Source: an optimization exercise on an open RTL-to-GDS flow (aim: small area, a short achievable clock period and few clock cycles per item). Production flows keep margins and buffers that such runs may drop.
RTL that was checked went through simulation tests only; none was proved equivalent to the original.
No functional check of the RTL was part of run 1.
Power figures rest on the tool's default switching activity, not on a simulated workload.

==> flow/design.v (outline; a module is shown in full before it is edited, if it fits) <==
// module mac_fa: 10 lines
// module mac_aoi21: 3 lines
// module mac_oai21: 3 lines
// module mac_nand2: 3 lines
// module mac_nor2: 3 lines
// module mac_xnor2: 3 lines
// module mac_or2: 3 lines
// module mac_ha: 9 lines
// module wallace_mac: 2005 lines
module wallace_mac (
    input  wire        clk,
    input  wire        arst_n,
    input  wire        req,
    output logic       ack,
    input  wire [15:0] a,
    input  wire [15:0] b,
    input  wire [31:0] acc,
    input  wire        cin,
    output logic [32:0] result
);
  // ...
==> flow/flow/run.sh <==
#!/bin/bash
# The standard layout (the standard.sh: ORFS synthesis and place and route,
# unchanged), except that the port buffers that global placement inserts on
# every input and output use a plain buffer cell rather than the delay cell
# the resizer would pick by default.
set -euo pipefail
export BUFFER_PORTS_ARGS="-buffer_cell ${PORT_BUFFER:-sky130_fd_sc_hd__buf_2}"
bash standard.sh > standard_flow.log 2>&1
==> flow/standard.sh <==
#!/bin/bash
# synth_recipe.tcl (not shown) runs the flow's synth.tcl, then flattens the netlist and writes it again
# the make line also repeats each setting of config.mk as NAME=value (left out here)
make -C /OpenROAD-flow-scripts/flow DESIGN_CONFIG=/design/flow/config.mk WORK_HOME=/design/flow/orfs CLKGATE_MAP_FILE= SYNTH_SCRIPT=/design/flow/synth_recipe.tcl "${@:-finish}"
==> flow/config.mk <==
export PLATFORM = sky130hd
export DESIGN_NAME = wallace_mac
export DESIGN_NICKNAME = wallace_mac
export VERILOG_FILES = /design/flow/design.v
export SDC_FILE = /design/flow/constraint.sdc
export NUM_CORES = 4
export LEC_CHECK = 0
export CAP_MARGIN = 20
export CORE_MARGIN = 2
export CORE_UTILIZATION = 40
export CTS_BUF_LIST = sky130_fd_sc_hd__clkbuf_8
export SETUP_SLACK_MARGIN = 2.0
export SLEW_MARGIN = 20
export SYNTH_HIERARCHICAL = 1
export SYNTH_MINIMUM_KEEP_SIZE = 0
==> flow/constraint.sdc <==
create_clock -name core_clock -period 6.0 [get_ports {clk}]
set_input_delay 1.2000 -clock core_clock [delete_from_list [all_inputs] [get_ports {clk}]]
set_output_delay 1.2000 -clock core_clock [all_outputs]
set_load 0.01 [all_outputs]
==> results.cfg, run 1 <==
[timing]
rsz0062_at_grt = true
slew-limit-headroom_pct = 56.5
setup_slack_ps = 2060
setup_tns_ps = 0
fmax_mhz = 253
worst_pin_slew_ps = 652

[finish]
n_all_buffers = 108
diodes = 0
final_cells = 1299
clk_share_pct = 1.81
multi_input_area_share_pct = 71.7
areaGrowthSynthToFinish_pct = 4.07
nFlopsAndLatches = 71
num-clock-buffers = 9

[clock_network]
cts_setup_buffers = 2
cts_max_level = 3
clockBufferDepth = 2
clock-sinks = 71

[floorplan]
die-area_um2 = 26000
fp.dieH_um = 161
row_count = 57

[power_and_ir_drop]
powerClk_w = 0.000405
pg_comb_w = 0.00518
p_per_area_nw_per_um2 = 622

[worst_setup_path]
required_ps = 4800
path_buf_inv = 3
max_stage_delay_ps = 510
cp-end-kind = output pin
path_class = reg -> out
crit_slowest_cell = fa_1
worstSetupStartpointType = flop

[synth]
yosysUniqueCellTypes = 16
synth_flop_cell = dfxtp_1
ys_warn_count = 7
synth_nets = 1276
synth_xor_area_share_pct = 3.98
synth_most_common_cell = nand2_1

[global_route]
grtUsageMet3_pct = 4.39

[run_status]
status = complete, no violations

[routing]
drt-total-wl_mm = 23.6
routed.top_layer = met5

[placement]
place_ws_ps = 1660
routabilityCongestion = 0.820
==> inputs of run 2 (changes only) <==
--- a/flow/design.v
+++ b/flow/design.v
@@ -977,96 +977,97 @@
     wire P2_27;
     wire i_G1_29;
     wire G2_30;
     wire i_P1_29;
     wire P2_30;
     wire G2_31;
     wire P2_31;
     wire G3_4;
-    wire i_G2_3;
     wire G3_5;
+    wire i_G2_6;
+    wire i_P2_6;
     wire G3_6;
     wire G3_7;
     wire G3_12;
     wire P3_12;
-    wire i_G2_11;
     wire G3_13;
-    wire i_P2_11;
     wire P3_13;
+    wire i_G2_14;
+    wire i_P2_14;
     wire G3_14;
     wire P3_14;
     wire G3_15;
     wire P3_15;
     wire G3_20;
     wire P3_20;
-    wire i_G2_19;
     wire G3_21;
-    wire i_P2_19;
     wire P3_21;
+    wire i_G2_22;
+    wire i_P2_22;
     wire G3_22;
     wire P3_22;
     wire G3_23;
     wire P3_23;
     wire G3_28;
     wire P3_28;
-    wire i_G2_27;
     wire G3_29;
-    wire i_P2_27;
     wire P3_29;
+    wire i_G2_30;
+    wire i_P2_30;
     wire G3_30;
     wire P3_30;
     wire G3_31;
     wire P3_31;
     wire i_g0_8;
     wire i_p0_8;
     wire G4_8;
     wire G4_9;
     wire G4_10;
+    wire i_G2_11;
+    wire i_P2_11;
     wire G4_11;
     wire G4_12;
-    wire i_G3_13;
-    wire i_P3_13;
     wire G4_13;
-    wire i_G3_14;
-    wire i_P3_14;
     wire G4_14;
     wire G4_15;
     wire i_g0_24;
     wire i_p0_24;
     wire G4_24;
     wire P4_24;
     wire G4_25;
     wire P4_25;
     wire G4_26;
     wire P4_26;
+    wire i_G2_27;
+    wire i_P2_27;
     wire G4_27;
     wire P4_27;
     wire G4_28;
     wire P4_28;
-    wire i_G3_29;
-    wire i_P3_29;
     wire G4_29;
     wire P4_29;
-    wire i_G3_30;
-    wire i_P3_30;
     wire G4_30;
     wire P4_30;
     wire G4_31;
     wire P4_31;
     wire G5_16;
     wire G5_17;
     wire i_G2_18;
     wire i_P2_18;
     wire G5_18;
     wire G5_19;
     wire i_G3_20;
     wire i_P3_20;
     wire G5_20;
+    wire i_G3_21;
+    wire i_P3_21;
     wire G5_21;
+    wire i_G3_22;
+    wire i_P3_22;
     wire G5_22;
     wire i_G3_23;
     wire i_P3_23;
     wire G5_23;
     wire G5_24;
     wire G5_25;
     wire G5_26;
     wire G5_27;
@@ -1738,23 +1739,24 @@
     mac_oai21 u_G2_3 (.a(P1_3), .b(i_G1_1), .c(G1_3), .y(G2_3));
     assign i_G1_5 = ~G1_5;
     mac_aoi21 u_G2_6 (.a(p0_6), .b(i_G1_5), .c(g0_6), .y(G2_6));
     assign i_P1_5 = ~P1_5;
     mac_nand2 u_P2_6 (.a(p0_6), .b(i_P1_5), .y(P2_6));
     mac_oai21 u_G2_7 (.a(P1_7), .b(G1_5), .c(G1_7), .y(G2_7));
     mac_nor2 u_P2_7 (.a(P1_7), .b(P1_5), .y(P2_7));
     mac_aoi21 u_G3_4 (.a(p0_4), .b(G2_3), .c(g0_4), .y(G3_4));
-    assign i_G2_3 = ~G2_3;
-    mac_oai21 u_G3_5 (.a(P1_5), .b(i_G2_3), .c(G1_5), .y(G3_5));
-    mac_oai21 u_G3_6 (.a(P2_6), .b(i_G2_3), .c(G2_6), .y(G3_6));
+    mac_aoi21 u_G3_5 (.a(i_P1_5), .b(G2_3), .c(i_G1_5), .y(G3_5));
+    assign i_G2_6 = ~G2_6;
+    assign i_P2_6 = ~P2_6;
+    mac_aoi21 u_G3_6 (.a(i_P2_6), .b(G2_3), .c(i_G2_6), .y(G3_6));
     assign s_2 = ~(p0_2 ^ G1_1);
     assign s_3 = p0_3 ^ G2_2;
     assign s_5 = p0_5 ^ G3_4;
-    assign s_6 = ~(p0_6 ^ G3_5);
+    assign s_6 = p0_6 ^ G3_5;
     always_ff @(posedge clk) begin
         r_fs_141 <= fs_141;
         r_fc_181 <= fc_181;
         r_fs_182 <= fs_182;
         r_fs_143 <= fs_143;
         r_fc_182 <= fc_182;
         r_fs_183 <= fs_183;
         r_fs_145 <= fs_145;
@@ -1939,106 +1941,106 @@
     mac_aoi21 u_G2_30 (.a(p0_30), .b(i_G1_29), .c(g0_30), .y(G2_30));
     assign i_P1_29 = ~P1_29;
     mac_nand2 u_P2_30 (.a(p0_30), .b(i_P1_29), .y(P2_30));
     mac_oai21 u_G2_31 (.a(P1_31), .b(G1_29), .c(G1_31), .y(G2_31));
     mac_nor2 u_P2_31 (.a(P1_31), .b(P1_29), .y(P2_31));
     mac_aoi21 u_G3_7 (.a(r_P2_7), .b(r_G2_3), .c(r_G2_7), .y(G3_7));
     mac_aoi21 u_G3_12 (.a(p0_12), .b(G2_11), .c(g0_12), .y(G3_12));
     mac_nand2 u_P3_12 (.a(p0_12), .b(P2_11), .y(P3_12));
-    assign i_G2_11 = ~G2_11;
-    mac_oai21 u_G3_13 (.a(P1_13), .b(i_G2_11), .c(G1_13), .y(G3_13));
-    assign i_P2_11 = ~P2_11;
-    mac_nor2 u_P3_13 (.a(P1_13), .b(i_P2_11), .y(P3_13));
-    mac_oai21 u_G3_14 (.a(P2_14), .b(i_G2_11), .c(G2_14), .y(G3_14));
-    mac_nor2 u_P3_14 (.a(P2_14), .b(i_P2_11), .y(P3_14));
+    mac_aoi21 u_G3_13 (.a(i_P1_13), .b(G2_11), .c(i_G1_13), .y(G3_13));
+    mac_nand2 u_P3_13 (.a(i_P1_13), .b(P2_11), .y(P3_13));
+    assign i_G2_14 = ~G2_14;
+    assign i_P2_14 = ~P2_14;
+    mac_aoi21 u_G3_14 (.a(i_P2_14), .b(G2_11), .c(i_G2_14), .y(G3_14));
+    mac_nand2 u_P3_14 (.a(i_P2_14), .b(P2_11), .y(P3_14));
     mac_aoi21 u_G3_15 (.a(P2_15), .b(G2_11), .c(G2_15), .y(G3_15));
     mac_nand2 u_P3_15 (.a(P2_15), .b(P2_11), .y(P3_15));
     mac_aoi21 u_G3_20 (.a(p0_20), .b(G2_19), .c(g0_20), .y(G3_20));
     mac_nand2 u_P3_20 (.a(p0_20), .b(P2_19), .y(P3_20));
-    assign i_G2_19 = ~G2_19;
-    mac_oai21 u_G3_21 (.a(P1_21), .b(i_G2_19), .c(G1_21), .y(G3_21));
-    assign i_P2_19 = ~P2_19;
-    mac_nor2 u_P3_21 (.a(P1_21), .b(i_P2_19), .y(P3_21));
-    mac_oai21 u_G3_22 (.a(P2_22), .b(i_G2_19), .c(G2_22), .y(G3_22));
-    mac_nor2 u_P3_22 (.a(P2_22), .b(i_P2_19), .y(P3_22));
+    mac_aoi21 u_G3_21 (.a(i_P1_21), .b(G2_19), .c(i_G1_21), .y(G3_21));
+    mac_nand2 u_P3_21 (.a(i_P1_21), .b(P2_19), .y(P3_21));
+    assign i_G2_22 = ~G2_22;
+    assign i_P2_22 = ~P2_22;
+    mac_aoi21 u_G3_22 (.a(i_P2_22), .b(G2_19), .c(i_G2_22), .y(G3_22));
+    mac_nand2 u_P3_22 (.a(i_P2_22), .b(P2_19), .y(P3_22));
     mac_aoi21 u_G3_23 (.a(P2_23), .b(G2_19), .c(G2_23), .y(G3_23));
     mac_nand2 u_P3_23 (.a(P2_23), .b(P2_19), .y(P3_23));
     mac_aoi21 u_G3_28 (.a(p0_28), .b(G2_27), .c(g0_28), .y(G3_28));
     mac_nand2 u_P3_28 (.a(p0_28), .b(P2_27), .y(P3_28));
-    assign i_G2_27 = ~G2_27;
-    mac_oai21 u_G3_29 (.a(P1_29), .b(i_G2_27), .c(G1_29), .y(G3_29));
-    assign i_P2_27 = ~P2_27;
-    mac_nor2 u_P3_29 (.a(P1_29), .b(i_P2_27), .y(P3_29));
-    mac_oai21 u_G3_30 (.a(P2_30), .b(i_G2_27), .c(G2_30), .y(G3_30));
-    mac_nor2 u_P3_30 (.a(P2_30), .b(i_P2_27), .y(P3_30));
+    mac_aoi21 u_G3_29 (.a(i_P1_29), .b(G2_27), .c(i_G1_29), .y(G3_29));
+    mac_nand2 u_P3_29 (.a(i_P1_29), .b(P2_27), .y(P3_29));
+    assign i_G2_30 = ~G2_30;
+    assign i_P2_30 = ~P2_30;
+    mac_aoi21 u_G3_30 (.a(i_P2_30), .b(G2_27), .c(i_G2_30), .y(G3_30));
+    mac_nand2 u_P3_30 (.a(i_P2_30), .b(P2_27), .y(P3_30));
     mac_aoi21 u_G3_31 (.a(P2_31), .b(G2_27), .c(G2_31), .y(G3_31));
     mac_nand2 u_P3_31 (.a(P2_31), .b(P2_27), .y(P3_31));
     assign i_g0_8 = ~g0_8;
     assign i_p0_8 = ~p0_8;
     mac_oai21 u_G4_8 (.a(i_p0_8), .b(G3_7), .c(i_g0_8), .y(G4_8));
     mac_oai21 u_G4_9 (.a(P1_9), .b(G3_7), .c(G1_9), .y(G4_9));
     mac_oai21 u_G4_10 (.a(P2_10), .b(G3_7), .c(G2_10), .y(G4_10));
+    assign i_G2_11 = ~G2_11;
+    assign i_P2_11 = ~P2_11;
     mac_oai21 u_G4_11 (.a(i_P2_11), .b(G3_7), .c(i_G2_11), .y(G4_11));
     mac_oai21 u_G4_12 (.a(P3_12), .b(G3_7), .c(G3_12), .y(G4_12));
-    assign i_G3_13 = ~G3_13;
-    assign i_P3_13 = ~P3_13;
-    mac_oai21 u_G4_13 (.a(i_P3_13), .b(G3_7), .c(i_G3_13), .y(G4_13));
-    assign i_G3_14 = ~G3_14;
-    assign i_P3_14 = ~P3_14;
-    mac_oai21 u_G4_14 (.a(i_P3_14), .b(G3_7), .c(i_G3_14), .y(G4_14));
+    mac_oai21 u_G4_13 (.a(P3_13), .b(G3_7), .c(G3_13), .y(G4_13));
+    mac_oai21 u_G4_14 (.a(P3_14), .b(G3_7), .c(G3_14), .y(G4_14));
     mac_oai21 u_G4_15 (.a(P3_15), .b(G3_7), .c(G3_15), .y(G4_15));
     assign i_g0_24 = ~g0_24;
     assign i_p0_24 = ~p0_24;
     mac_oai21 u_G4_24 (.a(i_p0_24), .b(G3_23), .c(i_g0_24), .y(G4_24));
     mac_nor2 u_P4_24 (.a(i_p0_24), .b(P3_23), .y(P4_24));
     mac_oai21 u_G4_25 (.a(P1_25), .b(G3_23), .c(G1_25), .y(G4_25));
     mac_nor2 u_P4_25 (.a(P1_25), .b(P3_23), .y(P4_25));
     mac_oai21 u_G4_26 (.a(P2_26), .b(G3_23), .c(G2_26), .y(G4_26));
     mac_nor2 u_P4_26 (.a(P2_26), .b(P3_23), .y(P4_26));
+    assign i_G2_27 = ~G2_27;
+    assign i_P2_27 = ~P2_27;
     mac_oai21 u_G4_27 (.a(i_P2_27), .b(G3_23), .c(i_G2_27), .y(G4_27));
     mac_nor2 u_P4_27 (.a(i_P2_27), .b(P3_23), .y(P4_27));
     mac_oai21 u_G4_28 (.a(P3_28), .b(G3_23), .c(G3_28), .y(G4_28));
     mac_nor2 u_P4_28 (.a(P3_28), .b(P3_23), .y(P4_28));
-    assign i_G3_29 = ~G3_29;
-    assign i_P3_29 = ~P3_29;
-    mac_oai21 u_G4_29 (.a(i_P3_29), .b(G3_23), .c(i_G3_29), .y(G4_29));
-    mac_nor2 u_P4_29 (.a(i_P3_29), .b(P3_23), .y(P4_29));
-    assign i_G3_30 = ~G3_30;
-    assign i_P3_30 = ~P3_30;
-    mac_oai21 u_G4_30 (.a(i_P3_30), .b(G3_23), .c(i_G3_30), .y(G4_30));
-    mac_nor2 u_P4_30 (.a(i_P3_30), .b(P3_23), .y(P4_30));
+    mac_oai21 u_G4_29 (.a(P3_29), .b(G3_23), .c(G3_29), .y(G4_29));
+    mac_nor2 u_P4_29 (.a(P3_29), .b(P3_23), .y(P4_29));
+    mac_oai21 u_G4_30 (.a(P3_30), .b(G3_23), .c(G3_30), .y(G4_30));
+    mac_nor2 u_P4_30 (.a(P3_30), .b(P3_23), .y(P4_30));
     mac_oai21 u_G4_31 (.a(P3_31), .b(G3_23), .c(G3_31), .y(G4_31));
     mac_nor2 u_P4_31 (.a(P3_31), .b(P3_23), .y(P4_31));
     mac_aoi21 u_G5_16 (.a(p0_16), .b(G4_15), .c(g0_16), .y(G5_16));
     mac_aoi21 u_G5_17 (.a(i_P1_17), .b(G4_15), .c(i_G1_17), .y(G5_17));
     assign i_G2_18 = ~G2_18;
     assign i_P2_18 = ~P2_18;
     mac_aoi21 u_G5_18 (.a(i_P2_18), .b(G4_15), .c(i_G2_18), .y(G5_18));
     mac_aoi21 u_G5_19 (.a(P2_19), .b(G4_15), .c(G2_19), .y(G5_19));
     assign i_G3_20 = ~G3_20;
     assign i_P3_20 = ~P3_20;
     mac_aoi21 u_G5_20 (.a(i_P3_20), .b(G4_15), .c(i_G3_20), .y(G5_20));
-    mac_aoi21 u_G5_21 (.a(P3_21), .b(G4_15), .c(G3_21), .y(G5_21));
-    mac_aoi21 u_G5_22 (.a(P3_22), .b(G4_15), .c(G3_22), .y(G5_22));
+    assign i_G3_21 = ~G3_21;
+    assign i_P3_21 = ~P3_21;
+    mac_aoi21 u_G5_21 (.a(i_P3_21), .b(G4_15), .c(i_G3_21), .y(G5_21));
+    assign i_G3_22 = ~G3_22;
+    assign i_P3_22 = ~P3_22;
+    mac_aoi21 u_G5_22 (.a(i_P3_22), .b(G4_15), .c(i_G3_22), .y(G5_22));
     assign i_G3_23 = ~G3_23;
     assign i_P3_23 = ~P3_23;
     mac_aoi21 u_G5_23 (.a(i_P3_23), .b(G4_15), .c(i_G3_23), .y(G5_23));
     mac_aoi21 u_G5_24 (.a(P4_24), .b(G4_15), .c(G4_24), .y(G5_24));
     mac_aoi21 u_G5_25 (.a(P4_25), .b(G4_15), .c(G4_25), .y(G5_25));
     mac_aoi21 u_G5_26 (.a(P4_26), .b(G4_15), .c(G4_26), .y(G5_26));
     mac_aoi21 u_G5_27 (.a(P4_27), .b(G4_15), .c(G4_27), .y(G5_27));
     mac_aoi21 u_G5_28 (.a(P4_28), .b(G4_15), .c(G4_28), .y(G5_28));
     mac_aoi21 u_G5_29 (.a(P4_29), .b(G4_15), .c(G4_29), .y(G5_29));
     mac_aoi21 u_G5_30 (.a(P4_30), .b(G4_15), .c(G4_30), .y(G5_30));
     mac_aoi21 u_G5_31 (.a(P4_31), .b(G4_15), .c(G4_31), .y(G5_31));
     assign s_0 = ~(p0_0 ^ 1'b1);
     assign s_1 = ~(r_p0_1 ^ 1'b1);
     assign s_4 = ~(r_p0_4 ^ r_G2_3);
-    assign s_7 = ~(r_p0_7 ^ r_G3_6);
+    assign s_7 = r_p0_7 ^ r_G3_6;
     assign s_8 = p0_8 ^ G3_7;
     assign s_9 = ~(p0_9 ^ G4_8);
     assign s_10 = ~(p0_10 ^ G4_9);
     assign s_11 = ~(p0_11 ^ G4_10);
     assign s_12 = ~(p0_12 ^ G4_11);
     assign s_13 = ~(p0_13 ^ G4_12);
     assign s_14 = ~(p0_14 ^ G4_13);
     assign s_15 = ~(p0_15 ^ G4_14);
==> run 2 against run 1 <==
- critical path type is now in -> reg
- wire length is 4.4% lower
- critical endpoint is now r_fs_207
- flip-flop and latch count stayed put
- still clean on timing, DRC and antenna
- first-iteration DRC count shrank 1.7%
==> results.cfg, run 2 <==
[synth]
yosys.area.top_type = fa_1
synth-edff-count = 0
async_flop_share_pct = 1.41
synth_nets = 1277
synth_area_leaders = fa_1 46%, dfxtp_1 14%, nand2_1 10%
synth_commonest_cells = 274 x nand2_1, 226 x fa_1, 77 x inv_1, 70 x dfxtp_1, 62 x buf_6
synth.top_cell.area_share_pct = 45.6
syn_inst = 949
ys_ff_latch = 71
synth-seq-area-share_pct = 14.4
synth_most_common_cell = nand2_1
syn_area_per_cell_um2 = 10.5
synth_flop_cell = dfxtp_1
yosysUniqueCellTypes = 16
ys_warn_count = 7
netlist_area_um2 = 9930

[finish]
areaGrowthSynthToFinish_pct = 3.64
fill_cells = 2365
drive_gt1_share_pct = 21.7
finalNetCount = 1298
final_cells = 1299
final_cell_mix = 272 x nand2_1, 224 x fa_1, 100 x buf_2
final_common_cell = nand2_1

[routing]
met1_length_mm = 9.69
post-route-drc-count = 0
drt-total-wl_mm = 22.5
drtIter0Drc = 413
routed.top_layer = met4
dr_wl_met3_mm = 1.29
vias = 6409
route.met2.wl_mm = 11.3
detail-route-antenna-nets = 0
first_pass_iters = 5
vias_per_cell = 4.93
wire_per_inst_um = 17.3

[global_route]
antenna_found_initial = 1
overflow = 0
grt_max_degree = 18
grt_first_pass_wirelength_mm = 36.7
grt_usage_pct = 18.3
grt_pass1_vias = 6999

[power_and_ir_drop]
leakage_nw = 4.05
p_per_area_nw_per_um2 = 601
vdd_ir_drop_max_v = 0.000404

[worst_setup_path]
crit_slowest_cell = fa_1
worstPathArrival_ps = 4140
path_cells = buf_2, nand2_1, fa_1, fa_1, fa_1, fa_1, fa_1
max_stage_delay_ps = 600
cp_top_family = adder cells
worstPathMaxFanout = 16
required_ps = 6250
cp-end-kind = flop
worstSetupStartpoint = b[10]
worstSetupStartpointType = input pin
path_buf_inv = 1
cp_common_cell = fa_1
path_class = in -> reg

[timing]
rsz0062_at_grt = true
setup-violations-final = 0
setup_tns_ps = 0
hold_violations = 0
worst_pin_slew_ps = 535
fmax_mhz = 257
post-route-period-util_pct = 64.9
slew_violations = 0
period_minus_slack_ps = 3890
slew-limit-headroom_pct = 64.1

[clock_network]
cts_root_buf = clkbuf_8
cts_tree = done
clkSlewWorstSetupHoldPaths_ps = 90
clockBufferDepth = 2
clock-sinks = 71
cts-buffers-inserted = 9
cts_max_level = 3

[floorplan]
fp.dieH_um = 162
io_pins = 102
start_util_pct = 40.8
die-area_um2 = 26100
row_count = 57
core-area_um2 = 24300
die_x_um = 162

[placement]
port_buffers = 101
hpwl_mm = 17.4
dp.cells = 1278
routabilityCongestion = 0.841

[hold_path]
holdCritPathClass = in -> async

[flow_run]
maxCapViolCount = 0

[run_status]
status = complete, no violations
==> run 2: cell types whose count changed in the layout (fill, tap and decap cells not counted), sizes merged, moves of 2 or more <==
cell	delta
a21oi	+8
nand2	+6
nor2	-6
o21ai	-8
xnor2	-2
xor2	+2
==> run 2: per-stage QoR <==
stage	hold WS, ps	setup slack (ps)	util, %	cell area (um2)	total power [W]
2_1_floorplan	904	2020	-	9930	0.00472
6_report	569	2110	42.3	10300	0.00619
3_3_place_gp	975	1710	40.6	9860	0.00520
4_1_cts	555	2010	41.6	10100	0.00591
3_5_place_dp	977	1700	40.6	9860	0.00528
5_1_grt	563	1950	42.3	10300	0.00687
==> run 2: area by class of cell <==
type | instances | area (um2) | area share [%]
Antenna cell | 1 | 2.50 | 0.0243
Inverter | 77 | 289 | 2.81
Multi-Input combinational cell | 705 | 7400 | 71.9
Tap cell | 324 | 405 | 3.94
Timing Repair Buffer | 106 | 571 | 5.55
Sequential cell | 71 | 1430 | 13.9
Clock buffer | 10 | 138 | 1.34
Clock inverter | 5 | 58.8 | 0.572
==> run 2: per-layer routing <==
metal	track usage, %	up-vias
li1	-	2842
met5	0	-
met4	3.94	0
met1	24.5	3340
met2	31.3	212
met3	2.98	15
==> run 2: Yosys stat by module, one instance, submodules excluded <==
| module | cell area [um2] | times used |
|---|---|---|
| wallace_mac | 4390 | 1 |
| mac_fa | 20.0 | 226 |
| mac_aoi21 | 8.76 | 55 |
| mac_xnor2 | 8.76 | 15 |
| mac_or2 | 6.26 | 15 |
| mac_oai21 | 5.00 | 24 |
| mac_nand2 | 3.75 | 34 |
| mac_nor2 | 3.75 | 15 |
==> run 2: path summary, 6_finish.rpt <==
check	end	cells past startpoint	slack, ps
worst min-delay path	ack	1	570
max in group asynchronous	ack	1	5350
min in group core_clock	ack	1	910
worst max-delay path	r_fs_207	7	2110
==> run 2: kinds of logic after synthesis <==
| kind of cell | count (synthesis) | share of synthesized area [%] |
|---|---|---|
| flip-flops | 71 | 14.4 |
| buffers and inverters | 174 | 12.8 |
| adder cells (fa/ha/maj) | 260 | 49.9 |
| AO/OA/AOI/OAI | 79 | 6.06 |
| XOR/XNOR | 45 | 3.97 |
| AND/OR/NAND/NOR | 320 | 12.9 |
==> run 2: repair_timing <==
action,CTS,global route
gates cloned,1,0
buffers inserted,0,4
hold buffers,0,0
pin swaps,1,7
setup endpoints to repair,17,16
gates resized for setup,11,18
==> run 2: report_power, final <==
group	total (W)	internal, W	leakage (nW)	switching [W]
Sequential	0.000813	0.000716	0.600	0.0000969
Combinational	0.00497	0.00220	3.35	0.00276
Clock	0.000409	0.000201	0.0944	0.000208
Total	0.00619	0.00312	4.05	0.00307
Testbench counts of run 2, summed over its fixed seeds: cycles 16,000, items 8,000.
==> inputs of run 3 (changes only) <==
--- a/flow/config.mk
+++ b/flow/config.mk
@@ -11,2 +11,3 @@
 export CTS_BUF_LIST = sky130_fd_sc_hd__clkbuf_8
+export PLACE_DENSITY = 0.8
 export SETUP_SLACK_MARGIN = 2.0
==> run 3 against run 2 <==
- hold slack better by 13 ps
- via count up 2.9%
- flip-flop and latch count did not move
- critical endpoint is now result[27]
- clock power grew 7.3%
- critical path depth rose by 3
==> results.cfg, run 3 <==
[placement]
port_buffers = 101
hpwl_mm = 17.8
routabilityCongestion = 0.888

[finish]
drive_gt1_share_pct = 21.5
postLayoutCoreUtil_pct = 42.4
final_common_cell = nand2_1
finalNetCount = 1299
fill_cells = 2257
final_cell_mix = 272 x nand2_1, 225 x fa_1, 93 x buf_2
areaGrowthSynthToFinish_pct = 3.88

[global_route]
overflow = 0
grt_usage_pct = 18.0
grt_max_degree = 18
grt_pass1_vias = 7097
antenna_found_initial = 3
grt_first_pass_wirelength_mm = 36.3

[power_and_ir_drop]
leakage_nw = 4.06
vdd_ir_drop_max_v = 0.000434
p_per_area_nw_per_um2 = 610

[synth]
ys_warn_count = 7
syn_inst = 949
synth_nets = 1277
netlist_area_um2 = 9930
synth_commonest_cells = 274 x nand2_1, 226 x fa_1, 77 x inv_1, 70 x dfxtp_1, 62 x buf_6
synth-edff-count = 0
ys_ff_latch = 71
synth-seq-area-share_pct = 14.4
synth.top_cell.area_share_pct = 45.6
synth_most_common_cell = nand2_1
yosysUniqueCellTypes = 16
syn_area_per_cell_um2 = 10.5
async_flop_share_pct = 1.41
yosys.area.top_type = fa_1
synth_flop_cell = dfxtp_1
synth_area_leaders = fa_1 46%, dfxtp_1 14%, nand2_1 10%

[worst_setup_path]
path_buf_inv = 2
cp_top_family = adder cells
path_class = reg -> out
max_stage_delay_ps = 570
crit_slowest_cell = fa_1
worstPathArrival_ps = 2720
worstPathMaxFanout = 17
worstSetupStartpoint = r_fc_183
cp_common_cell = nand2_1
worstSetupStartpointType = flop
required_ps = 4800
cp-end-kind = output pin
path_cells = fa_1, ha_4, nand2_1, nor2_1, nand2_1, o21ai_2, buf_12, a21oi_2, xor2_1, buf_2

[routing]
post-route-drc-count = 0
vias_per_cell = 5.06
drt-total-wl_mm = 22.8
first_pass_iters = 6
drtIter0Drc = 533
wire_per_inst_um = 17.5
detail-route-antenna-nets = 0
vias = 6592

[timing]
worst_pin_slew_ps = 594
period_minus_slack_ps = 3920
fmax_mhz = 255
whs_ps = 581
slew_violations = 0
post-route-period-util_pct = 65.3
hold_violations = 0
setup_tns_ps = 0
setup-violations-final = 0
slew-limit-headroom_pct = 60.1
rsz0062_at_grt = true

[clock_network]
clkSlewWorstSetupHoldPaths_ps = 80
cts_tree = done
clockBufferDepth = 2
holdBufCountCts = 0
cts-buffers-inserted = 9
cts_root_buf = clkbuf_8
cts_max_level = 3
clock-sinks = 71

[floorplan]
core-area_um2 = 24300
die-area_um2 = 26100
die_x_um = 162
io_pins = 102
start_util_pct = 40.8
row_count = 57
fp.dieH_um = 162

[run_status]
status = complete, no violations

[flow_run]
maxCapViolCount = 0

[hold_path]
holdCritPathClass = in -> async
==> run 3: cell counts after synthesis <==
Identical to the previous run, type by type.
==> run 3: path summary, 6_finish.rpt <==
path	endpoint	slack [ps]	cells past startpoint
setup / recovery	result[27]	2080	10
hold / removal	ack	580	1
max in group asynchronous	ack	5340	1
min in group core_clock	ack	930	1
==> run 3: repair_timing <==
action | CTS | global route
pin swaps | 3 | 3
buffers inserted | 3 | 3
resized for setup | 11 | 22
endpoints found under the setup margin | 17 | 18
==> run 3: stage by stage <==
stage	worst slack (ps)	instances	cell area [um2]	total power, W
finish	2080	1302	10300	0.00629
global route	1940	1300	10300	0.00690
CTS	2000	1297	10200	0.00607
detailed placement	1680	1278	9860	0.00535
global placement	1770	1278	9860	0.00521
floorplan	2020	949	9930	0.00472
==> run 3: final cells by class <==
cell class	instances	area, um2	area share (%)
repair buffers	108	598	5.80
inverters	77	289	2.80
well taps	324	405	3.93
clock inverters	7	95.1	0.922
multi-input cells	704	7370	71.5
flip-flops and latches	71	1430	13.8
clock buffers	9	124	1.20
diodes	2	5.00	0.0485
==> run 3: where the power goes <==
part	total, W	switching, W	leakage, nW	internal [W]
clock network	0.000439	0.000203	0.110	0.000235
logic	0.00503	0.00283	3.35	0.00221
registers	0.000814	0.0000981	0.600	0.000716
==> run 3: modules after synthesis (local to each module, per instance), excerpt <==
module	area (um2)	flip-flops and latches	times used	cells inside
mac_nor2	3.75	0	15	1
mac_aoi21	8.76	0	55	1
mac_oai21	5.00	0	24	1
mac_or2	6.26	0	15	1
mac_xnor2	8.76	0	15	1
wallace_mac	4390	71	1	565
mac_nand2	3.75	0	34	1
==> run 3: cell families after synthesis <==
| kind of cell | synth area share [%] |
|---|---|
| and+or+nand+nor | 12.9 |
| adders and majority gates | 49.9 |
| buffers and inverters | 12.8 |
| AOI/OAI and AO/OA | 6.06 |
| DFF | 14.4 |
| xor gates and xnor gates | 3.97 |
==> run 3: per-layer routing <==
layer | share of wire, % | wire length (um) | track usage [%] | up-vias
met2 | 50 | 11300 | 30.3 | 388
li1 | - | - | - | 2842
met5 | 0 | 0 | 0 | -
met4 | 1.7 | 382 | 4.30 | 0
met1 | 38 | 8640 | 23.1 | 3322
met3 | 11 | 2440 | 5.11 | 40
==> inputs of run 4 (changes only) <==
--- a/flow/config.mk
+++ b/flow/config.mk
@@ -11,4 +11,3 @@
 export CTS_BUF_LIST = sky130_fd_sc_hd__clkbuf_8
-export PLACE_DENSITY = 0.8
-export SETUP_SLACK_MARGIN = 2.0
+export SETUP_SLACK_MARGIN = 2.2
 export SLEW_MARGIN = 20
==> run 4 against run 3 <==
- count of clock-buffer cells in the layout stayed put
- clock power is 12% lower
- sequential share of layout area is 0.48 points lower
- flip-flop and latch count stayed put
- die area stayed put
- critical path type unchanged
- largest power group unchanged
==> results.cfg, run 4 <==
[run_status]
status = complete, no violations

[global_route]
overflow = 0
grt_first_pass_wirelength_mm = 37.2
grt_usage_pct = 18.6
met2_usage_pct = 30.7
grt_pass1_vias = 7111
grtUsageMet3_pct = 4.26
grt_busiest_layer = met2
grt_max_degree = 17
antenna_found_initial = 2
met1_usage_pct = 24.4

[routing]
drtIter0Drc = 356
detail-route-antenna-nets = 0
wire_per_inst_um = 17.5
post-route-drc-count = 0
vias_per_cell = 4.89
first_pass_iters = 5
drt-total-wl_mm = 23.0
vias = 6404

[clock_network]
cts_root_buf = clkbuf_8
cts-buffers-inserted = 9
cts_tree = done
clock-sinks = 71
cts_max_level = 3
clkSlewWorstSetupHoldPaths_ps = 80
holdBufCountCts = 0
clockBufferDepth = 2

[hold_path]
holdCritPathClass = in -> async

[power_and_ir_drop]
combinationalPowerShare_pct = 82.6
p_sw_w = 0.00336
p_per_area_nw_per_um2 = 645
p_sw_share_pct = 48.7
p_seq_share_pct = 11.8
leakage_nw = 4.15
p_int_w = 0.00354
vdd_ir_drop_max_v = 0.000404
pwr-share-clk_pct = 5.6

[finish]
fill_cells = 2306
seq_area_um2 = 1430
final_common_cell = nand2_1
drive_gt1_share_pct = 28.1
finalNetCount = 1308
final_cell_mix = 263 x nand2_1, 190 x fa_1, 81 x buf_2
multi_input_area_um2 = 7660
areaGrowthSynthToFinish_pct = 7.83

[floorplan]
fp.dieH_um = 162
start_util_pct = 40.8
core-area_um2 = 24300
die-area_um2 = 26100
io_pins = 102
die_x_um = 162
row_count = 57

[synth]
yosys.area.top_type = fa_1
synth_nets = 1277
netlist_area_um2 = 9930
syn_area_per_cell_um2 = 10.5
synth-seq-area-share_pct = 14.4
ys_ff_latch = 71
synth_commonest_cells = 274 x nand2_1, 226 x fa_1, 77 x inv_1, 70 x dfxtp_1, 62 x buf_6
synth_most_common_cell = nand2_1
async_flop_share_pct = 1.41
synth_flop_cell = dfxtp_1
ys_warn_count = 7
synth-edff-count = 0
synth_area_leaders = fa_1 46%, dfxtp_1 14%, nand2_1 10%
synth.top_cell.area_share_pct = 45.6
syn_inst = 949
yosysUniqueCellTypes = 16

[worst_setup_path]
critical_path.endpoint = result[22]
worstSetupStartpoint = r_fc_181
worstSetupStartpointType = flop
worstPathArrival_ps = 2690
required_ps = 4800
cp-end-kind = output pin
worstPathMaxFanout = 8
path_class = reg -> out

[placement]
hpwl_mm = 17.8
port_buffers = 101
routabilityCongestion = 0.872

[timing]
worst_pin_slew_ps = 594
setup_tns_ps = 0
rsz0062_at_grt = true
fmax_mhz = 257
whs_ps = 577
post-route-period-util_pct = 64.8
setup-violations-final = 0
slew_violations = 0
hold_violations = 0
slew-limit-headroom_pct = 60.4
period_minus_slack_ps = 3890

[flow_run]
maxCapViolCount = 0
-- run 4: cell counts after synthesis --
No cell type changed its count.
-- run 4: worst min path at each step --
| stage | start | end |
|---|---|---|
| CTS | arst_n | ack |
| global placement | arst_n | ack |
| global route | arst_n | ack |
| floorplan | arst_n | ack |
| detailed placement | arst_n | ack |
| finish | arst_n | ack |
-- run 4: final cells by class --
type / instances / share of cell area, %
Antenna cell: 1 / 0.0234
Clock buffer: 9 / 1.16
Clock inverter: 7 / 0.608
Inverter: 77 / 2.70
Multi-Input combinational cell: 704 / 71.6
Sequential cell: 71 / 13.4
Tap cell: 324 / 3.79
Timing Repair Buffer: 117 / 6.76
-- run 4: kinds of logic after synthesis --
family / count (synthesis) / share of synthesized area, %
simple gates: 320 / 12.9
fa+ha+maj: 260 / 49.9
buf+inv: 174 / 12.8
compound gates: 79 / 6.06
flops: 71 / 14.4
xor+xnor: 45 / 3.97
-- run 4: power groups by stage --
stage / logic (W) / clock network, W / registers (W)
global placement: 0.00446 / 0 / 0.000825
global route: 0.00632 / 0.000425 / 0.000842
finish: 0.00571 / 0.000386 / 0.000816
CTS: 0.00544 / 0.000403 / 0.000822
floorplan: 0.00397 / 0 / 0.000803
detailed placement: 0.00453 / 0 / 0.000829
-- run 4: worst max-delay path: stages (launching register included) --
cell     delay, ps
dfxtp_1        320
fa_1           510
ha_4           320
nand2_2         80
nor2_4         100
nand2_1         70
o21ai_2        210
buf_12         180
buf_12         150
a21oi_2         60
xor2_1         150
buf_2          140
-- run 4: routing by layer --
layer / vias up / part of all wire, % / wire length [um]
met1: 3301 / 43 / 9820
met2: 210 / 48 / 11100
met3: 30 / 6.7 / 1540
li1: 2859 / - / -
met4: 4 / 2.0 / 455
met5: - / 0.12 / 27
-- run 4: Yosys stat by module (local to each module, per instance) --
module	cells inside	flops+latches	copies in the design
mac_aoi21	1	0	55
mac_fa	1	0	226
mac_nand2	1	0	34
mac_nor2	1	0	15
mac_oai21	1	0	24
mac_or2	1	0	15
mac_xnor2	1	0	15
wallace_mac	565	71	1
-- run 4: through the flow --
| step | setup slack [ps] | instance area, um2 | power, W | instances | utilization, % |
|---|---|---|---|---|---|
| 5_1_grt | 1980 | 10700 | 0.00758 | 1309 | 44.0 |
| 4_1_cts | 2070 | 10500 | 0.00667 | 1308 | 43.2 |
| 3_5_place_dp | 1820 | 10000 | 0.00536 | 1278 | 41.2 |
| 2_1_floorplan | 2120 | 10100 | 0.00478 | 949 | - |
| 3_3_place_gp | 1860 | 10000 | 0.00528 | 1278 | 41.2 |
| 6_report | 2110 | 10700 | 0.00691 | 1310 | 44.0 |
-- run 4: timing repair --
item                                    4_1_cts  5_1_grt
resized for setup                            33       46
buffers inserted                             14        1
endpoints found under the hold margin         0        0
endpoints found under the setup margin       17       32
pin swaps                                    19       19
==> inputs of run 5 (changes only) <==
--- a/flow/config.mk
+++ b/flow/config.mk
@@ -11,3 +11,3 @@
 export CTS_BUF_LIST = sky130_fd_sc_hd__clkbuf_8
-export SETUP_SLACK_MARGIN = 2.2
+export SETUP_SLACK_MARGIN = 2.3
 export SLEW_MARGIN = 20
==> run 5 against run 4 <==
- core utilization fell by 0.13 points
- hold slack worse by 13 ps
- clock power is 16% higher
- first-iteration DRC count down 4.2%
- fmax decreased by 0.49%
- synthesized area stayed put
- sequential power is 0.6% lower
- non-clock buffer count decreased by 10
- still clean
==> results.cfg, run 5 <==
[timing]
fmax_mhz = 256
setup-violations-final = 0
setup_tns_ps = 0
whs_ps = 564
slew-limit-headroom_pct = 53.9
period_minus_slack_ps = 3900
hold_violations = 0
rsz0062_at_grt = true
post-route-period-util_pct = 65.1
slew_violations = 0
worst_pin_slew_ps = 691

[clock_network]
cts_tree = done
clkSlewWorstSetupHoldPaths_ps = 90
cts-buffers-inserted = 9
clock-sinks = 71
cts_max_level = 3
holdBufCountCts = 0
cts_root_buf = clkbuf_8
clockBufferDepth = 2

[floorplan]
fp.dieH_um = 162
core-area_um2 = 24300
row_count = 57
die-area_um2 = 26100
start_util_pct = 40.8
io_pins = 102
die_x_um = 162

[synth]
synth-seq-area-share_pct = 14.4
syn_inst = 949
syn_area_per_cell_um2 = 10.5
ys_ff_latch = 71
async_flop_share_pct = 1.41
synth_area_leaders = fa_1 46%, dfxtp_1 14%, nand2_1 10%
ys_warn_count = 7
yosysUniqueCellTypes = 16
synth-edff-count = 0
yosys.area.top_type = fa_1
synth_nets = 1277
synth_flop_cell = dfxtp_1
synth_commonest_cells = 274 x nand2_1, 226 x fa_1, 77 x inv_1, 70 x dfxtp_1, 62 x buf_6
synth.top_cell.area_share_pct = 45.6
netlist_area_um2 = 9930
synth_most_common_cell = nand2_1

[flow_run]
maxCapViolCount = 0

[placement]
hpwl_mm = 17.7
routabilityCongestion = 0.858
port_buffers = 101

[global_route]
grt_first_pass_wirelength_mm = 36.5
grt_max_degree = 18
antenna_found_initial = 0
grt_pass1_vias = 6851
overflow = 0
grt_usage_pct = 18.4

[worst_setup_path]
path_class = reg -> out
max_stage_delay_ps = 580
cp-end-kind = output pin
worstSetupStartpointType = flop
path_cells = fa_1, ha_4, a21oi_4, o21ai_1, a21oi_2, o21ai_4, buf_12, a21oi_2, xor2_1, buf_2
cp_top_family = adder cells
required_ps = 4800
worstPathMaxFanout = 17
crit_slowest_cell = fa_1
worstPathArrival_ps = 2700
cp_common_cell = a21oi_2
path_buf_inv = 2

[power_and_ir_drop]
p_per_area_nw_per_um2 = 582
p_sw_w = 0.00308
p_seq_share_pct = 13.1
leakage_nw = 4.13
pwr-share-clk_pct = 7.2
p_sw_share_pct = 49.6
combinationalPowerShare_pct = 79.7
p_int_w = 0.00313
vdd_ir_drop_max_v = 0.000389

[routing]
vias = 6378
drt-total-wl_mm = 22.9
post-route-drc-count = 0
detail-route-antenna-nets = 0
first_pass_iters = 5
wire_per_inst_um = 17.6
drtIter0Drc = 341
vias_per_cell = 4.91

[finish]
final_cell_mix = 249 x nand2_1, 165 x fa_1, 76 x inv_1
finalNetCount = 1299
drive_gt1_share_pct = 30.3
diodes = 0
areaGrowthSynthToFinish_pct = 7.50
final_common_cell = nand2_1

[run_status]
status = complete, no violations

[hold_path]
holdCritPathClass = in -> async
[run 5: cell counts after synthesis]
Identical to the previous run, type by type.
[run 5: kinds of logic (layout without fill, tap and decap cells)]
group / count (synthesis) / count (layout) / share of synthesized area [%]
and+or+nand+nor: 320 / 320 / 12.9
xor gates and xnor gates: 45 / 45 / 3.97
DFF: 71 / 71 / 14.4
AOI/OAI and AO/OA: 79 / 80 / 6.06
adders and majority gates: 260 / 260 / 49.9
buffers and inverters: 174 / 200 / 12.8
[run 5: layout make-up]
| type | count | area [um2] |
|---|---|---|
| Clock buffer | 10 | 138 |
| Clock inverter | 6 | 92.6 |
| Fill cell | 2322 | 13600 |
| Inverter | 77 | 289 |
| Multi-Input combinational cell | 705 | 7640 |
| Sequential cell | 71 | 1430 |
| Tap cell | 324 | 405 |
| Timing Repair Buffer | 107 | 673 |
[run 5: modules after synthesis, one instance, submodules excluded]
module,area [um2],flops+latches
mac_nand2,3.75,0
mac_nor2,3.75,0
mac_xnor2,8.76,0
mac_aoi21,8.76,0
wallace_mac,4390,71
mac_fa,20.0,0
mac_or2,6.26,0
mac_oai21,5.00,0
[run 5: path summary, 6_finish.rpt]
| check | from | endpoint | cells after the start |
|---|---|---|---|
| worst max-delay path | r_fc_181 | result[27] | 10 |
| worst min-delay path | arst_n | ack | 1 |
| max in group asynchronous | arst_n | ack | 1 |
| min in group core_clock | req | ack | 1 |
[run 5: per-layer routing]
metal  GRT usage [%]  share of wire [%]
met2            29.8                 49
met5               0                  0
met3            3.70                7.4
met4            5.03                1.3
met1            25.3                 42
[run 5: power by group through the flow]
stage / combinational (W) / sequential (W) / clock (W)
2_1_floorplan: 0.00400 / 0.000803 / 0
3_3_place_gp: 0.00450 / 0.000824 / 0
3_5_place_dp: 0.00456 / 0.000826 / 0
4_1_cts: 0.00490 / 0.000817 / 0.000463
5_1_grt: 0.00557 / 0.000838 / 0.000483
6_report: 0.00495 / 0.000811 / 0.000447
[run 5: timing repair]
action	in CTS	in global routing
gates resized for setup	42	24
setup buffers	2	3
cloned	1	0
endpoints found under the setup margin	31	26
pin swaps	1	5
[run 5: per-stage QoR]
step	area [um2]	std cells	power (W)	utilization (%)	setup slack (ps)
after floorplan	10300	949	0.00480	-	2120
after global placement	10100	1278	0.00532	41.7	1700
after detailed placement	10100	1278	0.00538	41.7	1690
after CTS	10600	1297	0.00618	43.4	2030
after global routing	10700	1300	0.00689	43.9	1940
final	10700	1300	0.00621	43.9	2100
==> inputs of run 6 (changes only) <==
--- a/flow/config.mk
+++ b/flow/config.mk
@@ -11,3 +11,3 @@
 export CTS_BUF_LIST = sky130_fd_sc_hd__clkbuf_8
-export SETUP_SLACK_MARGIN = 2.3
+export SETUP_SLACK_MARGIN = 2.1
 export SLEW_MARGIN = 20
==> run 6 against run 5 <==
- sequential power increased by 0.5%
- non-clock buffer count decreased by 1
- core utilization decreased by 1.5 points
- wire length decreased by 0.39%
- still clean on timing, DRC and antenna
- sequential share of layout area increased by 0.47 points
- setup slack improved by 47 ps
==> results.cfg, run 6 <==
[run_status]
status = complete, no violations

[clock_network]
cts_root_buf = clkbuf_8
cts-buffers-inserted = 9
cts_tree = done
clockBufferDepth = 2
clock-sinks = 71
cts_max_level = 3
clkSlewWorstSetupHoldPaths_ps = 100

[worst_setup_path]
path_class = reg -> out
worstPathArrival_ps = 2660
worstSetupStartpointType = flop
worstPathMaxFanout = 17
cp-end-kind = output pin
required_ps = 4800

[placement]
place_ws_ps = 1750
hpwl_mm = 17.6
routabilityCongestion = 0.856
port_buffers = 101

[floorplan]
core-area_um2 = 24300
die-area_um2 = 26100
io_pins = 102
row_count = 57
start_util_pct = 40.8
die_x_um = 162
fp.dieH_um = 162

[synth]
synth.top_cell.area_share_pct = 45.6
synth_most_common_cell = nand2_1
synthAdderAreaFrac_pct = 49.9
synth_nets = 1277
ys_ff_latch = 71
synth_simple_gate_area_share_pct = 12.9
yosysUniqueCellTypes = 16
yosys.area.top_type = fa_1
yosys-mux-area-fraction_pct = 0
synth-seq-area-share_pct = 14.4
synth_area_leaders = fa_1 46%, dfxtp_1 14%, nand2_1 10%
synth_xor_area_share_pct = 3.97
syn_inst = 949
ys_warn_count = 7
syn_area_per_cell_um2 = 10.5
synth_compound_area_share_pct = 6.06
synth_top_family_by_area = adder cells
synth_commonest_cells = 274 x nand2_1, 226 x fa_1, 77 x inv_1, 70 x dfxtp_1, 62 x buf_6
netlist_area_um2 = 9930
synth-edff-count = 0
async_flop_share_pct = 1.41
synth_flop_cell = dfxtp_1

[global_route]
grt_max_degree = 18
antenna_found_initial = 4
grt_pass1_vias = 7151
grt_first_pass_wirelength_mm = 37.2
grt_usage_pct = 18.7
overflow = 0

[power_and_ir_drop]
leakage_nw = 4.04
vdd_ir_drop_max_v = 0.000379
fin_total_pwr_w = 0.00605
p_per_area_nw_per_um2 = 587

[timing]
period_minus_slack_ps = 3860
post-route-period-util_pct = 64.3
worst_pin_slew_ps = 541
slew-limit-headroom_pct = 63.7
setup-violations-final = 0
setup_slack_ps = 2140
fmax_mhz = 259
slew_violations = 0
rsz0062_at_grt = true
hold_violations = 0
setup_tns_ps = 0

[routing]
first_pass_iters = 5
drtIter0Drc = 372
post-route-drc-count = 0
wire_per_inst_um = 17.5
vias_per_cell = 4.92
vias = 6391
detail-route-antenna-nets = 0
drt-total-wl_mm = 22.8

[finish]
areaGrowthSynthToFinish_pct = 3.74
fill_cells = 2365
final_common_cell = nand2_1
finalNetCount = 1297
final_cell_mix = 272 x nand2_1, 215 x fa_1, 90 x buf_2
drive_gt1_share_pct = 22.5

[hold_path]
holdCritPathClass = in -> async

[flow_run]
maxCapViolCount = 0
## run 6: cell counts after synthesis
No cell type changed its count.
## run 6: per-module statistics from Yosys, one instance, submodules excluded
module	times used	area [um2]
wallace_mac	1	4390
mac_fa	226	20.0
mac_aoi21	55	8.76
mac_xnor2	15	8.76
mac_or2	15	6.26
mac_oai21	24	5.00
mac_nand2	34	3.75
mac_nor2	15	3.75
## run 6: worst paths after layout
kind                         endpoint  startpoint  cells after the start
min in group core_clock           ack         req                      1
worst min-delay path              ack      arst_n                      1
max in group asynchronous         ack      arst_n                      1
worst max-delay path       result[31]    r_fc_183                     10
## run 6: per-layer routing
metal	up-vias	share of wire (%)	GRT usage, %
li1	2837	-	-
met1	3276	42	24.3
met2	244	49	31.4
met3	30	7.0	4.57
met4	4	1.9	5.07
met5	-	0.12	0
## run 6: critical path: stages (launching register included)
cell and delay (ps):
dfxtp_1 330, fa_2 640, ha_4 230, a21oi_2 120, o21ai_1 80, a21oi_2 120, o21ai_2 80, buf_12 180
a21oi_2 150, xor2_1 160, buf_2 150
## run 6: power breakdown
part / internal [W] / total (W) / leakage [nW] / switching [W]
Combinational: 0.00215 / 0.00485 / 3.35 / 0.00270
Clock: 0.000159 / 0.000384 / 0.0903 / 0.000225
Sequential: 0.000716 / 0.000815 / 0.600 / 0.0000988
## run 6: final cells by class
type                    instances  area, um2  area share [%]
multi-input cells             704       7400            71.9
inverters                      77        289            2.81
clock inverters                 7       63.8           0.620
well taps                     324        405            3.94
clock buffers                   9        124            1.20
flip-flops and latches         71       1430            13.9
diodes                          2       5.00          0.0486
repair buffers                106        583            5.66
## run 6: stage by stage
stage	cells	instance area, um2	util (%)	hold WS [ps]
CTS	1298	10200	42.1	549
global placement	1278	9890	40.7	975
floorplan	949	9950	-	904
global route	1298	10300	42.3	554
detailed placement	1278	9890	40.7	976
finish	1300	10300	42.3	567
## run 6: logic make-up after synthesis
kind of cell | Yosys count
and+or+nand+nor | 320
xor gates and xnor gates | 45
adders and majority gates | 260
buffers and inverters | 174
AOI/OAI and AO/OA | 79
DFF | 71
## run 6: what timing repair did
item                                    4_1_cts  5_1_grt
resized for setup                            20       17
buffers inserted                              4        0
endpoints found under the setup margin       17       28
hold buffers                                  0        0
pin swaps                                     2        1
==> inputs of run 7 (changes only) <==
--- a/flow/config.mk
+++ b/flow/config.mk
@@ -11,2 +11,3 @@
 export CTS_BUF_LIST = sky130_fd_sc_hd__clkbuf_8
+export GPL_ROUTABILITY_DRIVEN = 0
 export SETUP_SLACK_MARGIN = 2.1
==> run 7 against run 6 <==
- flip-flop and latch count is the same
- combinational power is essentially flat
- critical path depth is the same
- still clean on timing, DRC and antenna
- first-iteration DRC count is the same
==> results.cfg, run 7 <==
[synth]
async_flop_share_pct = 1.41
netlist_area_um2 = 9930
syn_inst = 949
synth-edff-count = 0
syn_area_per_cell_um2 = 10.5
synth_commonest_cells = 274 x nand2_1, 226 x fa_1, 77 x inv_1, 70 x dfxtp_1, 62 x buf_6
synth_flop_cell = dfxtp_1
yosys.area.top_type = fa_1
ys_warn_count = 7
ys_ff_latch = 71
yosysUniqueCellTypes = 16
synth_area_leaders = fa_1 46%, dfxtp_1 14%, nand2_1 10%
synth-seq-area-share_pct = 14.4
synth_nets = 1277
synth.top_cell.area_share_pct = 45.6
synth_most_common_cell = nand2_1

[timing]
setup_slack_ps = 2140
hold_violations = 0
slew_violations = 0
setup-violations-final = 0
rsz0062_at_grt = true
period_minus_slack_ps = 3860
setup_tns_ps = 0
worst_pin_slew_ps = 541
whs_ps = 567
post-route-period-util_pct = 64.3
fmax_mhz = 259
slew-limit-headroom_pct = 63.7

[global_route]
antenna_found_initial = 4
grt_max_degree = 18
overflow = 0
grt_pass1_vias = 7151
grt_busiest_layer = met2
met2_usage_pct = 31.4
met1_usage_pct = 24.3
grtUsageMet3_pct = 4.57
grt_usage_pct = 18.7
grt_first_pass_wirelength_mm = 37.2

[worst_setup_path]
path_class = reg -> out
cp-end-kind = output pin
worstSetupStartpointType = flop
worstPathArrival_ps = 2660
required_ps = 4800
worstPathMaxFanout = 17

[clock_network]
cts_root_buf = clkbuf_8
clockBufferDepth = 2
clkSlewWorstSetupHoldPaths_ps = 100
cts_tree = done
cts_max_level = 3
cts-buffers-inserted = 9
clock-sinks = 71

[routing]
first_pass_iters = 5
post-route-drc-count = 0
vias = 6391
drtIter0Drc = 372
vias_per_cell = 4.92
wire_per_inst_um = 17.5
detail-route-antenna-nets = 0
drt-total-wl_mm = 22.8

[placement]
hpwl_mm = 17.6
dp.cells = 1278
port_buffers = 101
place_ws_ps = 1750

[hold_path]
holdCritPathClass = in -> async

[floorplan]
fp.dieH_um = 162
die-area_um2 = 26100
start_util_pct = 40.8
core-area_um2 = 24300
row_count = 57
io_pins = 102
die_x_um = 162

[finish]
postLayoutCoreUtil_pct = 42.3
final_common_cell = nand2_1
finalNetCount = 1297
drive_gt1_share_pct = 22.5
final_cell_mix = 272 x nand2_1, 215 x fa_1, 90 x buf_2
final_cells = 1300
areaGrowthSynthToFinish_pct = 3.74

[power_and_ir_drop]
vdd_ir_drop_max_v = 0.000379
p_per_area_nw_per_um2 = 587
leakage_nw = 4.04

[flow_run]
maxCapViolCount = 0

[run_status]
status = complete, no violations
-- run 7: cell counts in the layout (fill, tap and decap cells not counted) --
Identical to the previous run, type by type.
-- run 7: worst max-delay path: stages (launching register included) --
cell and delay, ps:
dfxtp_1 330, fa_2 640, ha_4 230, a21oi_2 120, o21ai_1 80, a21oi_2 120
o21ai_2 80, buf_12 180, a21oi_2 150, xor2_1 160, buf_2 150
-- run 7: cell families (layout without fill, tap and decap cells) --
logic type / after synthesis / in the layout / synth area share (%)
xor gates and xnor gates: 45 / 45 / 3.97
AOI/OAI and AO/OA: 79 / 79 / 6.06
and+or+nand+nor: 320 / 320 / 12.9
DFF: 71 / 71 / 14.4
adders and majority gates: 260 / 260 / 49.9
buffers and inverters: 174 / 199 / 12.8
other: 0 / 2 / 0
-- run 7: path summary, 6_finish.rpt --
| kind | from | end | slack [ps] | cells past startpoint |
|---|---|---|---|---|
| worst max-delay path | r_fc_183 | result[31] | 2140 | 10 |
| worst min-delay path | arst_n | ack | 570 | 1 |
| max in group asynchronous | arst_n | ack | 5350 | 1 |
| min in group core_clock | req | ack | 910 | 1 |
-- run 7: final cells by class --
cell class / count / area, um2
multi-input cells: 704 / 7400
flip-flops and latches: 71 / 1430
well taps: 324 / 405
repair buffers: 106 / 583
diodes: 2 / 5.00
inverters: 77 / 289
clock inverters: 7 / 63.8
fillers: 2365 / 14000
clock buffers: 9 / 124
-- run 7: per-layer routing --
layer,part of all wire (%),up-vias
met5,0.12,-
met4,1.9,4
met3,7.0,30
met2,49,244
met1,42,3276
li1,-,2837
-- run 7: what timing repair did --
action / 4_1_cts / 5_1_grt
endpoints found under the hold margin: 0 / 0
resized for setup: 20 / 17
hold buffers: 0 / 0
setup endpoints to repair: 17 / 28
buffers inserted: 4 / 0
pin swaps: 2 / 1
-- run 7: power by group --
part	switching, W	internal, W
clock	0.000225	0.000159
sequential	0.0000988	0.000716
combinational	0.00270	0.00215
-- run 7: Yosys stat by module (local to each module, per instance), excerpt --
module       flops+latches  cells inside  cell area, um2
mac_or2                  0             1            6.26
mac_oai21                0             1            5.00
mac_fa                   0             1            20.0
mac_nor2                 0             1            3.75
mac_aoi21                0             1            8.76
wallace_mac             71           565            4390
mac_xnor2                0             1            8.76
-- run 7: stage by stage --
stage	total power (W)	area, um2
after global routing	0.00675	10300
final	0.00605	10300
after floorplan	0.00473	9950
after detailed placement	0.00526	9890
after global placement	0.00520	9890
after CTS	0.00611	10200
==> inputs of run 8 (changes only) <==
--- a/flow/config.mk
+++ b/flow/config.mk
@@ -11,4 +11,3 @@
 export CTS_BUF_LIST = sky130_fd_sc_hd__clkbuf_8
-export GPL_ROUTABILITY_DRIVEN = 0
-export SETUP_SLACK_MARGIN = 2.1
+export SETUP_SLACK_MARGIN = 2.15
 export SLEW_MARGIN = 20
==> run 8 against run 7 <==
- sequential share of layout area shrank 0.45 points
- die area is the same
- combinational power grew about 20%
- count of clock-buffer cells in the layout is the same
- setup slack lost 120 ps
- fmax shrank 3.1%
- final area grew 3.9%
- flip-flop and latch count is the same
- hold slack gained 12 ps
==> results.cfg, run 8 <==
[run_status]
status = complete, no violations

[timing]
post-route-period-util_pct = 66.3
slew_violations = 0
setup-violations-final = 0
worst_pin_slew_ps = 589
slew-limit-headroom_pct = 60.5
hold_violations = 0
setup_slack_ps = 2020
period_minus_slack_ps = 3980
fmax_mhz = 251
setup_tns_ps = 0
whs_ps = 579
rsz0062_at_grt = true

[synth]
synth-seq-area-share_pct = 14.4
synth_area_leaders = fa_1 46%, dfxtp_1 14%, nand2_1 10%
netlist_area_um2 = 9930
ys_ff_latch = 71
synth_flop_cell = dfxtp_1
synth-edff-count = 0
syn_area_per_cell_um2 = 10.5
synth_nets = 1277
synth_commonest_cells = 274 x nand2_1, 226 x fa_1, 77 x inv_1, 70 x dfxtp_1, 62 x buf_6
synth.top_cell.area_share_pct = 45.6
yosys.area.top_type = fa_1
yosysUniqueCellTypes = 16
async_flop_share_pct = 1.41
ys_warn_count = 7
syn_inst = 949
synth_most_common_cell = nand2_1

[global_route]
overflow = 0
antenna_found_initial = 1
grt_pass1_vias = 7101
grt_usage_pct = 18.8
grt_max_degree = 18
grt_first_pass_wirelength_mm = 37.5

[clock_network]
cts_root_buf = clkbuf_8
cts-buffers-inserted = 9
clock-sinks = 71
clkSlewWorstSetupHoldPaths_ps = 90
clockBufferDepth = 2
cts_tree = done
cts_max_level = 3

[routing]
wire_per_inst_um = 18.1
detail-route-antenna-nets = 0
vias_per_cell = 4.95
drt-total-wl_mm = 23.7
post-route-drc-count = 0
drtIter0Drc = 402
first_pass_iters = 5
vias = 6484

[worst_setup_path]
worstPathArrival_ps = 2780
worstPathMaxFanout = 8
worstSetupStartpointType = flop
required_ps = 4800
path_class = reg -> out
cp-end-kind = output pin

[finish]
final_common_cell = nand2_1
postLayoutCoreUtil_pct = 44.0
finalNetCount = 1307
fill_cells = 2313
final_cell_mix = 266 x nand2_1, 199 x fa_1, 81 x buf_2
areaGrowthSynthToFinish_pct = 7.83
final_cells = 1309
drive_gt1_share_pct = 26.7

[power_and_ir_drop]
p_int_w = 0.00357
p_sw_share_pct = 49.5
p_seq_share_pct = 11.6
pwr-share-clk_pct = 5.8
leakage_nw = 4.17
p_sw_w = 0.00349
vdd_ir_drop_max_v = 0.000354
combinationalPowerShare_pct = 82.5
p_per_area_nw_per_um2 = 660

[floorplan]
die-area_um2 = 26100
start_util_pct = 40.8
core-area_um2 = 24300
row_count = 57
fp.dieH_um = 162
io_pins = 102
die_x_um = 162

[flow_run]
maxCapViolCount = 0

[placement]
hpwl_mm = 17.5
routabilityCongestion = 0.863
port_buffers = 101
place_ws_ps = 1770
dp.cells = 1278

[hold_path]
holdCritPathClass = in -> async
-- run 8: area by class of cell --
cell class | count | area (um2) | share of cell area, %
well taps | 324 | 405 | 3.79
clock buffers | 9 | 124 | 1.16
diodes | 1 | 2.50 | 0.0234
clock inverters | 7 | 73.8 | 0.690
multi-input cells | 704 | 7640 | 71.4
repair buffers | 116 | 732 | 6.84
inverters | 77 | 289 | 2.70
flip-flops and latches | 71 | 1430 | 13.4
-- run 8: critical path: stages (launching register included) --
cell and delay, ps:
dfxtp_2 330, fa_1 520, ha_4 330, nand2_4 60, nor2_4 100, nand2_2 70
o21ai_4 360, clkbuf_16 280, a21oi_4 60, xor2_1 140, buf_2 140
-- run 8: layer usage --
layer / vias to the layer above / share of wire (%) / global-route usage, %
li1: 2858 / - / -
met1: 3353 / 42 / 24.7
met2: 246 / 50 / 31.4
met3: 27 / 7.4 / 4.47
met4: 0 / 1.2 / 4.42
met5: - / 0 / 0
-- run 8: cells by family after synthesis --
family,count (synthesis),synth area share (%)
buffers and inverters,174,12.8
DFF,71,14.4
adders and majority gates,260,49.9
xor gates and xnor gates,45,3.97
AOI/OAI and AO/OA,79,6.06
and+or+nand+nor,320,12.9
-- run 8: worst max path at each step --
stage                     startpoint    endpoint  slack, ps  cells past startpoint
after floorplan                b[14]    r_fs_189       2110                      8
after CTS                   r_fc_182  result[19]       2060                     10
after detailed placement        a[0]    r_fs_208       1770                      7
after global placement          b[5]      r_G2_7       1830                      9
final                       r_fs_141  result[26]       2020                     10
after global routing        r_fs_141  result[19]       1920                     10
-- run 8: per-module statistics from Yosys, one instance, submodules excluded --
module	cell area, um2	copies in the design	cells	flip-flops and latches
mac_aoi21	8.76	55	1	0
mac_nand2	3.75	34	1	0
mac_oai21	5.00	24	1	0
mac_or2	6.26	15	1	0
mac_fa	20.0	226	1	0
mac_nor2	3.75	15	1	0
mac_xnor2	8.76	15	1	0
wallace_mac	4390	1	565	71
-- run 8: power by group through the flow --
stage	registers, W	logic, W	clock network [W]
after floorplan	0.000803	0.00396	0
after CTS	0.000821	0.00497	0.000426
after detailed placement	0.000830	0.00450	0
final	0.000821	0.00583	0.000413
after global placement	0.000824	0.00443	0
after global routing	0.000849	0.00644	0.000446
-- run 8: what timing repair did --
| action | CTS | global route |
|---|---|---|
| hold buffers | 0 | 0 |
| setup buffers | 4 | 8 |
| endpoints found under the hold margin | 0 | 0 |
| endpoints found under the setup margin | 17 | 31 |
| gates resized for setup | 18 | 65 |
| gates cloned | 0 | 2 |
| pin swaps | 3 | 11 |
-- run 8: through the flow --
stage	instance area, um2	power [W]
final	10700	0.00706
after global routing	10700	0.00773
after CTS	10300	0.00622
after detailed placement	9960	0.00533
after global placement	9960	0.00526
after floorplan	10000	0.00476

afterwards: timing with drivers on the ports:
The results above use ideal ports. As a check the final layouts listed here were re-extracted and re-timed, cells and wires unchanged. Step 1 (the two cells are an assumption about what drives the block):
set clk [get_ports {clk}]
set_driving_cell -lib_cell sky130_fd_sc_hd__clkbuf_16 $clk
set_driving_cell -lib_cell sky130_fd_sc_hd__buf_2 [delete_from_list [all_inputs] $clk]
Step 2 moves the port delays by t, midway between the first and last clock arrival at a register: inputs arrive t later, outputs are due t later. That takes back most of the time a late clock gives input paths. Three values: ideal, step 1, step 2; two values: the first two.
run	t (ns)	slack for setup (ns)	worst hold slack (ns)	cell pins on the clock port's net
run 1	0.412	2.055 / 2.014 / 1.694	0.559 / 0.541 / 0.953	1
run 2	0.417	2.105 / 2.064 / 1.704	0.569 / 0.546 / 0.963	1
run 3	0.407	2.079 / 2.040 / 1.666	0.581 / 0.565 / 0.973	1
run 4	0.419	2.114 / 2.074 / 1.846	0.577 / 0.559 / 0.978	1
run 5	0.414	2.095 / 2.055 / 1.906	0.564 / 0.547 / 0.961	1
run 6	0.419	2.143 / 2.101 / 1.768	0.567 / 0.548 / 0.968	1
run 7	0.419	2.143 / 2.101 / 1.768	0.567 / 0.548 / 0.968	1
run 8	0.408	2.020 / 1.982 / 1.767	0.579 / 0.563 / 0.971	1
After both steps every run listed still meets setup and hold. The setup slack of run 3, which loses most, moves by -0.039 ns with the drivers and by -0.413 ns with both steps.
